Background: an optimization exercise with open tools, aiming at small area. Do not read the settings as production practice.
Function was checked by simulation only, so behaviour that the tests miss may differ from the original.
Power figures rest on the tool's default switching activity, not on a simulated workload.

Setup of TR:
## scan_top
module scan_top (
    input  logic clk,
    input  logic TxD_reset,
    input  logic rx_serial,
    output logic tx_serial,
    output logic tx_busy
);
export LEC_CHECK = 0
export CAP_MARGIN = 20
export CORE_MARGIN = 2
export CORE_UTILIZATION = 70
export CTS_BUF_LIST = sky130_fd_sc_hd__clkbuf_4 sky130_fd_sc_hd__clkbuf_8
export SLEW_MARGIN = 20
create_clock -name core_clock -period 10.0 [get_ports {clk}]
standard.sh (not shown) runs the stock make flow with config.mk's settings and CLKGATE_MAP_FILE= SYNTH_SCRIPT=/design/flow/synth_recipe.tcl, a recipe that flattens the netlist after the stock synthesis.
==> flow/flow/run.sh <==
#!/bin/bash
set -euo pipefail
bash standard.sh finish "CTS_ARGS=-repair_clock_nets -dont_use_dummy_load -buf_list {sky130_fd_sc_hd__clkbuf_8}" > run_make.log 2>&1
Per the final summary, TR finished and its layout is clean on timing, DRC and antenna.
Setup changes, TR to JK
==> flow/flow/run.sh <==
#!/bin/bash
set -euo pipefail
bash standard.sh finish "CTS_ARGS=-repair_clock_nets -dont_use_dummy_load -buf_list {sky130_fd_sc_hd__clkbuf_8}" "BUFFER_PORTS_ARGS=-buffer_cell sky130_fd_sc_hd__buf_1" > run_make.log 2>&1
Diff TR and JK: layout overhead on the synthesized area higher in TR. Summary of JK over TR: total met2 wirelength after detailed routing now sits lower; post-layout instance area now sits lower; mean routed wirelength per cell now sits higher. | share of total power consumed by net switching | lower: TR |.

---

scan_top, a different RTL version from the one above (not shown whole).
For scale: about 550 cells after synthesis, ~200 flip-flops, about 5 I/O pins.
Design scan_top, start of the top module:
module scan_top (
    input  logic clk,
    input  logic TxD_reset,
    input  logic rx_serial,
    output logic tx_serial,
    output logic tx_busy
);
clock: 10.0 ns
lec_check: 0
cap_margin: 0
core_margin: 2
core_utilization: 70
slew_margin: 0
==> flow/flow/run.sh <==
#!/bin/bash
set -euo pipefail
bash standard.sh finish "CTS_ARGS=-sink_clustering_enable -repair_clock_nets -dont_use_dummy_load -buf_list {sky130_fd_sc_hd__clkbuf_4 sky130_fd_sc_hd__clkbuf_8}" > run_make.log 2>&1
Next try:
--- a/flow/config.mk
+++ b/flow/config.mk
@@ -8 +8 @@
-export CAP_MARGIN = 0
+export CAP_MARGIN = 20
@@ -10,2 +10,2 @@
-export CORE_UTILIZATION = 70
-export SLEW_MARGIN = 0
+export CORE_UTILIZATION = 60
+export SLEW_MARGIN = 20
Final area climbs by 0.49%.
Power decreases by 1.5%.
Setup slack is worse by 27 ps.
Register-to-register slack gets better by 110 ps.
Die area increases by 16%.
Fmax goes down by 0.64%.
Global-route usage came out lower by 7.0 points.
First-iteration DRC count is higher by 13%.
Utilization decreases by 10 points.
Routed wire length falls by 12%.
Sequential power barely changes.

---

scan_top, a different RTL version from the one above (not shown whole).
Size in the first run: roughly 520 cells after synthesis, roughly 200 flip-flops, roughly 0.0065 mm2 of cells after synthesis.
clock: 10.0 ns
lec_check: 0
cap_margin: 20
core_margin: 2
core_utilization: 80
slew_margin: 20
==> flow/flow/run.sh <==
#!/bin/bash
set -euo pipefail
bash standard.sh finish "CTS_ARGS=-repair_clock_nets -dont_use_dummy_load -buf_list {sky130_fd_sc_hd__clkbuf_8}" "BUFFER_PORTS_ARGS=-buffer_cell sky130_fd_sc_hd__buf_1" > run_make.log 2>&1
Change:
--- a/flow/config.mk
+++ b/flow/config.mk
@@ -8,4 +8,5 @@
 export CAP_MARGIN = 20
 export CORE_MARGIN = 2
-export CORE_UTILIZATION = 80
+export CORE_UTILIZATION = 70
+export CTS_BUF_LIST = sky130_fd_sc_hd__clkbuf_4 sky130_fd_sc_hd__clkbuf_8
 export SLEW_MARGIN = 20
Outcome: Routed wire length falls by a quarter to a third; sequential share of layout area came out lower by 0.11 points; sequential power barely changes; worst hold slack is better by 0.021 ns; setup slack improved by 0.26 ns; die area came out higher by roughly a tenth; global-route usage went down by 13 points; flip-flop and latch count does not change; core utilization is lower by 13 points.

---

== the baseline ==
scan_top, a different RTL version from the one above (not shown whole).
Size: roughly 590 cells after synthesis, roughly 200 flip-flops, about 5 I/O pins.
Settings: LEC_CHECK=0, ABC_AREA=1, CAP_MARGIN=20, CORE_MARGIN=2, CORE_UTILIZATION=70, SLEW_MARGIN=20; clock period 10.0 ns.
Scripts as last shown in full above: flow/flow/run.sh
The baseline | status: complete | timing, DRC, antenna: pass
The following lists how the candidate was set up differently from the baseline:
Settings: removing ABC_AREA (formerly 1); setting CTS_BUF_LIST to sky130_fd_sc_hd__clkbuf_4 sky130_fd_sc_hd__clkbuf_8 for the first time.
## What came out
- The candidate has completed all stages; timing, DRC and antenna checks passed.
- The candidate against the baseline: share of power burned in registers now larger; layout cell share with drive strength beyond 1 -0.35 points; via count down 245; met1 global-route usage stayed essentially flat.
- Area of combinational cells with multiple inputs up 150 um^2 in the candidate wrt the baseline
- Diff the baseline -> the candidate | fmax | up slightly
- From the baseline to the candidate the numbers moved as follows: number of global-route vias before repair went down 349; number of fill cells in the layout went down 29.

---

Another version of the RTL of scan_top (not shown whole).
Size in the first run: about 560 cells after synthesis, ~200 flip-flops, ~7900 µm² of cells after synthesis.
Settings: LEC_CHECK=0, CAP_MARGIN=20, CORE_MARGIN=2, CORE_UTILIZATION=70, CTS_BUF_LIST=sky130_fd_sc_hd__clkbuf_4 sky130_fd_sc_hd__clkbuf_8, SLEW_MARGIN=20; clock period 10.0 ns.
==> flow/flow/run.sh <==
#!/bin/bash
set -euo pipefail
bash standard.sh finish "CTS_ARGS=-sink_clustering_enable -repair_clock_nets -dont_use_dummy_load -buf_list sky130_fd_sc_hd__clkbuf_4 sky130_fd_sc_hd__clkbuf_8" > run_make.log 2>&1
The first run stopped in clock tree synthesis (4_1_cts), error STA-0564.
Rerun with:
==> flow/flow/run.sh (replaced) <==
#!/bin/bash
set -euo pipefail
bash standard.sh finish "CTS_ARGS=-sink_clustering_enable -repair_clock_nets -dont_use_dummy_load -buf_list {sky130_fd_sc_hd__clkbuf_4 sky130_fd_sc_hd__clkbuf_8}" > run_make.log 2>&1
Effect:
- The changed run passed the timing, design-rule and antenna checks
- synthesized cell count stays the same
- area after synthesis stays the same
Rerun with:
==> flow/run.sh (new file) <==
#!/bin/bash
# synth_recipe.tcl (not shown) runs the flow's synth.tcl, then flattens the netlist and writes it again
# the make line also repeats each setting of config.mk as NAME=value (left out here)
make -C /OpenROAD-flow-scripts/flow DESIGN_CONFIG=/design/flow/config.mk WORK_HOME=/design/flow/orfs CLKGATE_MAP_FILE= SYNTH_SCRIPT=/design/flow/synth_recipe.tcl finish
removed: flow/flow/run.sh
removed: flow/standard.sh
=> Utilization came out higher by 2.3 points; critical path depth is unchanged; wire length grows by 3.7%; combinational power went down by about 1%; final cell count came out higher by 2.1%; worst setup slack improves by 0.036 ns; register-to-register slack is about the same; sequential power is about the same; sequential cell count is unchanged.
Rerun with:
==> flow/flow/run.sh (new file) <==
#!/bin/bash
set -euo pipefail
bash standard.sh finish "CTS_ARGS=-sink_clustering_enable -repair_clock_nets -dont_use_dummy_load -sink_clustering_size 20 -sink_clustering_max_diameter 100 -buf_list {sky130_fd_sc_hd__clkbuf_8}" > run_make.log 2>&1
==> flow/standard.sh (new file) <==
#!/bin/bash
# synth_recipe.tcl (not shown) runs the flow's synth.tcl, then flattens the netlist and writes it again
# the make line also repeats each setting of config.mk as NAME=value (left out here)
make -C /OpenROAD-flow-scripts/flow DESIGN_CONFIG=/design/flow/config.mk WORK_HOME=/design/flow/orfs CLKGATE_MAP_FILE= SYNTH_SCRIPT=/design/flow/synth_recipe.tcl "${@:-finish}"
removed: flow/run.sh
Effect: Final cell count drops by 2.1%; clock skew climbs by 0.019 ns; via count drops by 1.5%; total power drops by 13%; core utilization drops by 2.3 points; wire length drops by 3.6%; worst setup slack loses 0.036 ns.

---

## 05-15
The RTL this note starts from:
==> flow/design.v <==
`default_nettype none
`default_nettype wire
`default_nettype none
package scan_pkg;
    typedef logic [15:0] distance_t;
    typedef logic [15:0] angle_t;
    typedef struct packed {
        angle_t      fsa;
        angle_t      lsa;
        logic [7:0]  count;
        logic [7:0]  min_idx;
        logic [7:0]  max_idx;
    } scan_summary_t;
    typedef struct packed {
        logic [15:0] alert;
        angle_t      min_angle;
        angle_t      max_angle;
    } scan_report_t;
endpackage
`default_nettype wire
`timescale 1ns/1ps
`default_nettype none
module scan_top (
    input  logic clk,
    input  logic TxD_reset,
    input  logic rx_serial,
    output logic tx_serial,
    output logic tx_busy
);
    logic [7:0] cnt_q;
    logic       rx_idle;
    logic       dv;
    logic [2:0] j;
    logic       b;
    assign b       = rx_serial;
    assign rx_idle = cnt_q[7] & ~cnt_q[6] & cnt_q[4];
    assign dv      = ~cnt_q[7] & (cnt_q[3:0] == 4'h8);
    assign j       = cnt_q[6:4];
    always_ff @(posedge clk) begin
        if (TxD_reset) begin
            cnt_q <= 8'h90;
        end else if (rx_idle) begin
            if (!b) cnt_q <= 8'hF1;
        end else if (cnt_q == 8'h88) begin
            cnt_q <= 8'h90;
        end else begin
            cnt_q <= cnt_q + 8'd1;
        end
    end
    localparam logic [2:0] HA = 3'd0, HB = 3'd1, CN = 3'd2, FS = 3'd3, LS = 3'd4, SM = 3'd5;
    logic [2:0]  st_q;
    logic        hi_q;
    logic [3:0]  k;
    logic        byte_done;
    logic        field_done;
    assign k          = {hi_q, j};
    assign byte_done  = dv & (j == 3'd7);
    assign field_done = byte_done & hi_q;
    logic [7:0]  den_q;
    logic [7:0]  idx_q;
    logic [15:0] a_q;       
    logic [15:0] s_q;       
    logic [7:0]  r_q;       
    logic [7:0]  e_q;       
    logic        c_q;       
    logic [15:0] sb_q;      
    logic [15:0] min_q;
    logic [15:0] max_q;
    logic        minv_q;
    logic        maxv_q;
    logic [15:0] mina_q;
    logic [15:0] maxa_q;
    logic [15:0] mask_q;
    localparam logic [2:0] Q_IDLE = 3'd0, Q_DIV = 3'd1, Q_EADD = 3'd2, Q_ESUB = 3'd3, Q_AADD = 3'd4;
    logic [2:0]  sq_q;
    logic [3:0]  sc_q;
    logic fa_x, fa_y, fa_c, fa_s, fa_co;
    always_comb begin
        case (sq_q)
            Q_AADD:  begin fa_x = a_q[0]; fa_y = s_q[0]; fa_c = c_q; end
            Q_EADD:  begin fa_x = e_q[0]; fa_y = r_q[0]; fa_c = (sc_q != 4'd0) & c_q; end
            default: begin
                fa_x = b;
                fa_y = (st_q == CN) ? 1'b1 : ~a_q[0];
                fa_c = (k == 4'd0) ? (st_q != CN) : c_q;
            end
        endcase
        {fa_co, fa_s} = fa_x + fa_y + fa_c;
    end
    logic [8:0] sub_in;
    logic [9:0] sub_d;
    logic       ge;
    logic [7:0] sub_res;
    assign sub_in  = (sq_q == Q_DIV) ? {r_q, s_q[15]} : {c_q, e_q};
    assign sub_d   = {1'b0, sub_in} - {2'b00, den_q};
    assign ge      = ~sub_d[9];
    assign sub_res = ge ? sub_d[7:0] : sub_in[7:0];
    logic hbit_ok;
    logic hmatch;
    assign hbit_ok = (b == (j[0] ^ (st_q == HB)));
    assign hmatch  = ((j == 3'd0) | c_q) & hbit_ok;
    logic [15:0] word;
    logic        nz, near_w, ones, lt, gt, take_min, take_max, first, last;
    assign word     = {b, sb_q[15:1]};
    assign nz       = |word;
    assign near_w    = ~|word[15:7];
    assign ones     = &word;
    assign lt       = word < min_q;
    assign gt       = word > max_q;
    assign take_min = nz & (minv_q ? lt : ~ones);
    assign take_max = nz & (~maxv_q | gt);
    assign first    = (idx_q == 8'd0);
    assign last     = (idx_q == den_q);
    logic smp_done;
    assign smp_done = (st_q == SM) & field_done;
    logic tx_start;
    assign tx_start = smp_done & last;
    always_ff @(posedge clk) begin
        if (TxD_reset) begin
            st_q <= HA;
            sq_q <= Q_IDLE;
        end else begin
            if (byte_done) begin
                case (st_q)
                    HA: if (hmatch) st_q <= HB;
                    HB: st_q <= hmatch ? CN : HA;
                    CN: st_q <= FS;
                    FS: if (hi_q) st_q <= LS;
                    LS: if (hi_q) st_q <= SM;
                    SM: if (hi_q && last) st_q <= HA;
                    default: st_q <= HA;
                endcase
            end
            case (sq_q)
                Q_DIV:  if (sc_q == 4'd15) sq_q <= (den_q == 8'd0) ? Q_AADD : Q_IDLE;
                Q_EADD: if (sc_q == 4'd7) sq_q <= Q_ESUB;
                Q_ESUB: sq_q <= Q_AADD;
                Q_AADD: if (sc_q == 4'd15) sq_q <= Q_IDLE;
                default: begin
                    if (st_q == LS && field_done) sq_q <= Q_DIV;
                    else if (smp_done && !last) sq_q <= Q_EADD;
                end
            endcase
        end
    end
    always_ff @(posedge clk) begin
        if (sq_q == Q_IDLE || sq_q == Q_ESUB || (sq_q == Q_EADD && sc_q == 4'd7)) sc_q <= 4'd0;
        else sc_q <= sc_q + 4'd1;
        if (byte_done) begin
            hi_q <= (st_q == CN || st_q == HA || st_q == HB) ? 1'b0 : ~hi_q;
        end
        case (sq_q)
            Q_DIV:  c_q <= 1'b0;
            Q_EADD, Q_AADD: c_q <= fa_co;
            Q_ESUB: c_q <= ge;
            default: begin
                if (dv) begin
                    if (st_q == HA || st_q == HB) c_q <= hmatch;
                    else if (st_q == CN || st_q == LS) c_q <= fa_co;
                end
            end
        endcase
        if (dv && st_q == CN) den_q <= {fa_s, den_q[7:1]};
        if (st_q == CN) idx_q <= 8'd0;
        else if (smp_done) idx_q <= idx_q + 8'd1;
        if (dv && st_q == FS) a_q <= {b, a_q[15:1]};
        else if ((dv && st_q == LS) || sq_q == Q_AADD)
            a_q <= {(sq_q == Q_AADD) ? fa_s : a_q[0], a_q[15:1]};
        if (dv && st_q == LS) s_q <= {fa_s, s_q[15:1]};
        else if (sq_q == Q_DIV) s_q <= {s_q[14:0], ge};
        else if (sq_q == Q_AADD) s_q <= {s_q[0], s_q[15:1]};
        if (dv && st_q == FS) begin
            r_q <= {1'b0, r_q[7:1]};
            e_q <= {1'b0, e_q[7:1]};
        end else begin
            if (sq_q == Q_DIV) r_q <= sub_res;
            else if (sq_q == Q_EADD) r_q <= {r_q[0], r_q[7:1]};
            if (sq_q == Q_EADD) e_q <= {fa_s, e_q[7:1]};
            else if (sq_q == Q_ESUB) e_q <= sub_res;
        end
        if (dv && st_q == SM) sb_q <= word;
        if (st_q == CN) begin
            minv_q <= 1'b0;
            maxv_q <= 1'b0;
        end else if (smp_done) begin
            if (take_min) begin
                min_q  <= word;
                minv_q <= 1'b1;
            end
            if (take_max) begin
                max_q  <= word;
                maxv_q <= 1'b1;
            end
        end
        if (smp_done && (take_min || first)) mina_q <= a_q;
        if (smp_done && (take_max || first)) maxa_q <= a_q;
    end
    logic        busy_q;
    logic [3:0]  ph_q;
    logic [3:0]  tb_q;
    logic [2:0]  fr_q;
    logic        bit_end;
    logic        tx_data;
    logic        txbit;
    assign bit_end = busy_q & (ph_q == 4'd15);
    assign tx_data = ~tb_q[3];
    always_comb begin
        if (fr_q[2])      txbit = maxa_q[{fr_q[0], tb_q[2:0]}];
        else if (fr_q[1]) txbit = mina_q[{fr_q[0], tb_q[2:0]}];
        else              txbit = mask_q[0];
    end
    assign tx_serial = ~busy_q | (tb_q[3] ? ~tb_q[0] : txbit);
    assign tx_busy   = busy_q;
    always_ff @(posedge clk) begin
        if (TxD_reset) begin
            busy_q <= 1'b0;
        end else if (tx_start) begin
            busy_q <= 1'b1;
        end else if (bit_end && tb_q == 4'd8 && fr_q == 3'd5) begin
            busy_q <= 1'b0;
        end
    end
    always_ff @(posedge clk) begin
        if (tx_start) begin
            ph_q <= 4'd0;
            tb_q <= 4'd15;
            fr_q <= 3'd0;
        end else begin
            ph_q <= ph_q + 4'd1;
            if (bit_end) begin
                tb_q <= (tb_q == 4'd8) ? 4'd15 : tb_q + 4'd1;
                if (tb_q == 4'd8) fr_q <= fr_q + 3'd1;
            end
        end
    end
    always_ff @(posedge clk) begin
        if (smp_done && nz && idx_q[7:4] == 4'd0) mask_q <= {near_w, mask_q[15:1]};
        else if ((dv && (st_q == FS || st_q == LS)) || (bit_end && tx_data && fr_q[2:1] == 2'b00))
            mask_q <= {1'b0, mask_q[15:1]};
    end
endmodule
`default_nettype wire
export LEC_CHECK = 0
export CAP_MARGIN = 20
export CORE_MARGIN = 2
export CORE_UTILIZATION = 40
export SLEW_MARGIN = 20
create_clock -name core_clock -period 10.0 [get_ports {clk}]
run.sh (not shown) runs the stock make flow with config.mk's settings and CLKGATE_MAP_FILE= SYNTH_SCRIPT=/design/flow/synth_recipe.tcl, a recipe that flattens the netlist after the stock synthesis.
Stock flow here: none of the scripts above is used.
The inputs of 12-27 differ from those of 05-15 as listed below.
- CTS_BUF_LIST now sky130_fd_sc_hd__clkbuf_4 sky130_fd_sc_hd__clkbuf_8, previously not set
- CORE_UTILIZATION now 70, was 40
Notes after the runs:
- Count of hold-fix buffers inserted at cts: 05-15 vs 12-27 — no meaningful difference
- 12-27 ran to completion and came out clean on the timing, design-rule and antenna checks.
- 12-27 vs 05-15: arrival time at the worst endpoint up in 12-27
- The final non-filler cell area of 12-27 was superior to that of 05-15.
- For total wire length after detailed routing, 12-27 and 05-15 come out practically identical.

what the ideal ports hide:
How much do the figures lean on ideal ports? The routed layouts below were timed once more, with nothing changed but the port constraints.
Step 1, drivers: a clkbuf_16 drives clk and a buf_2 each remaining input, both assumed.
Step 2 adds t to the input delays and takes it off the output delays; t is the mean of the earliest and latest rising clock arrival at the registers after step 1. Input paths then give back, and output paths get back, about the clock's delay inside the block.
a / b / c = no drivers / after step 1 / after step 2; a / b = the first two.
| run | t (ns) | setup WS [ns] | worst setup path at the end | clock arrival spread, ns |
|---|---|---|---|---|
| TR | 0.469 | 6.523 / 6.487 / 6.645 | input to register | 0.046 / 0.047 |
| JK | 0.480 | 6.843 / 6.808 / 6.926 | register to register | 0.048 / 0.048 |
| the first run of note 2 | 0.493 | 5.881 / 5.893 / 5.400 | input to register | 0.025 / 0.025 |
| the second run of note 2 | 0.479 | 5.854 / 5.870 / 5.391 | input to register | 0.024 / 0.023 |
| the first run of note 3 | 0.475 | 6.675 / 6.675 / 6.675 | register to register | 0.056 / 0.057 |
| the second run of note 3 | 0.464 | 6.938 / 6.938 / 6.938 | register to register | 0.056 / 0.056 |
| the baseline | 0.465 | 7.024 / 6.992 / 7.168 | input to register | 0.055 / 0.056 |
| the candidate | 0.459 | 7.046 / 7.014 / 7.120 | register to register | 0.053 / 0.054 |
| the second run of note 5 | 0.483 | 5.742 / 5.753 / 5.270 | input to register | 0.039 / 0.039 |
| the third run of note 5 | 0.498 | 5.778 / 5.787 / 5.288 | input to register | 0.020 / 0.019 |
| the fourth run of note 5 | 0.483 | 5.742 / 5.753 / 5.270 | input to register | 0.039 / 0.039 |
| 05-15 | 0.476 | 4.780 / 4.799 / 4.322 | input to register | 0.012 / 0.013 |
| 12-27 | 0.500 | 4.799 / 4.814 / 4.314 | input to register | 0.016 / 0.016 |
After both steps every run listed still meets setup and hold. The setup slack of the third run of note 5, which loses most, moves by +0.009 ns with the drivers and by -0.490 ns with both steps.
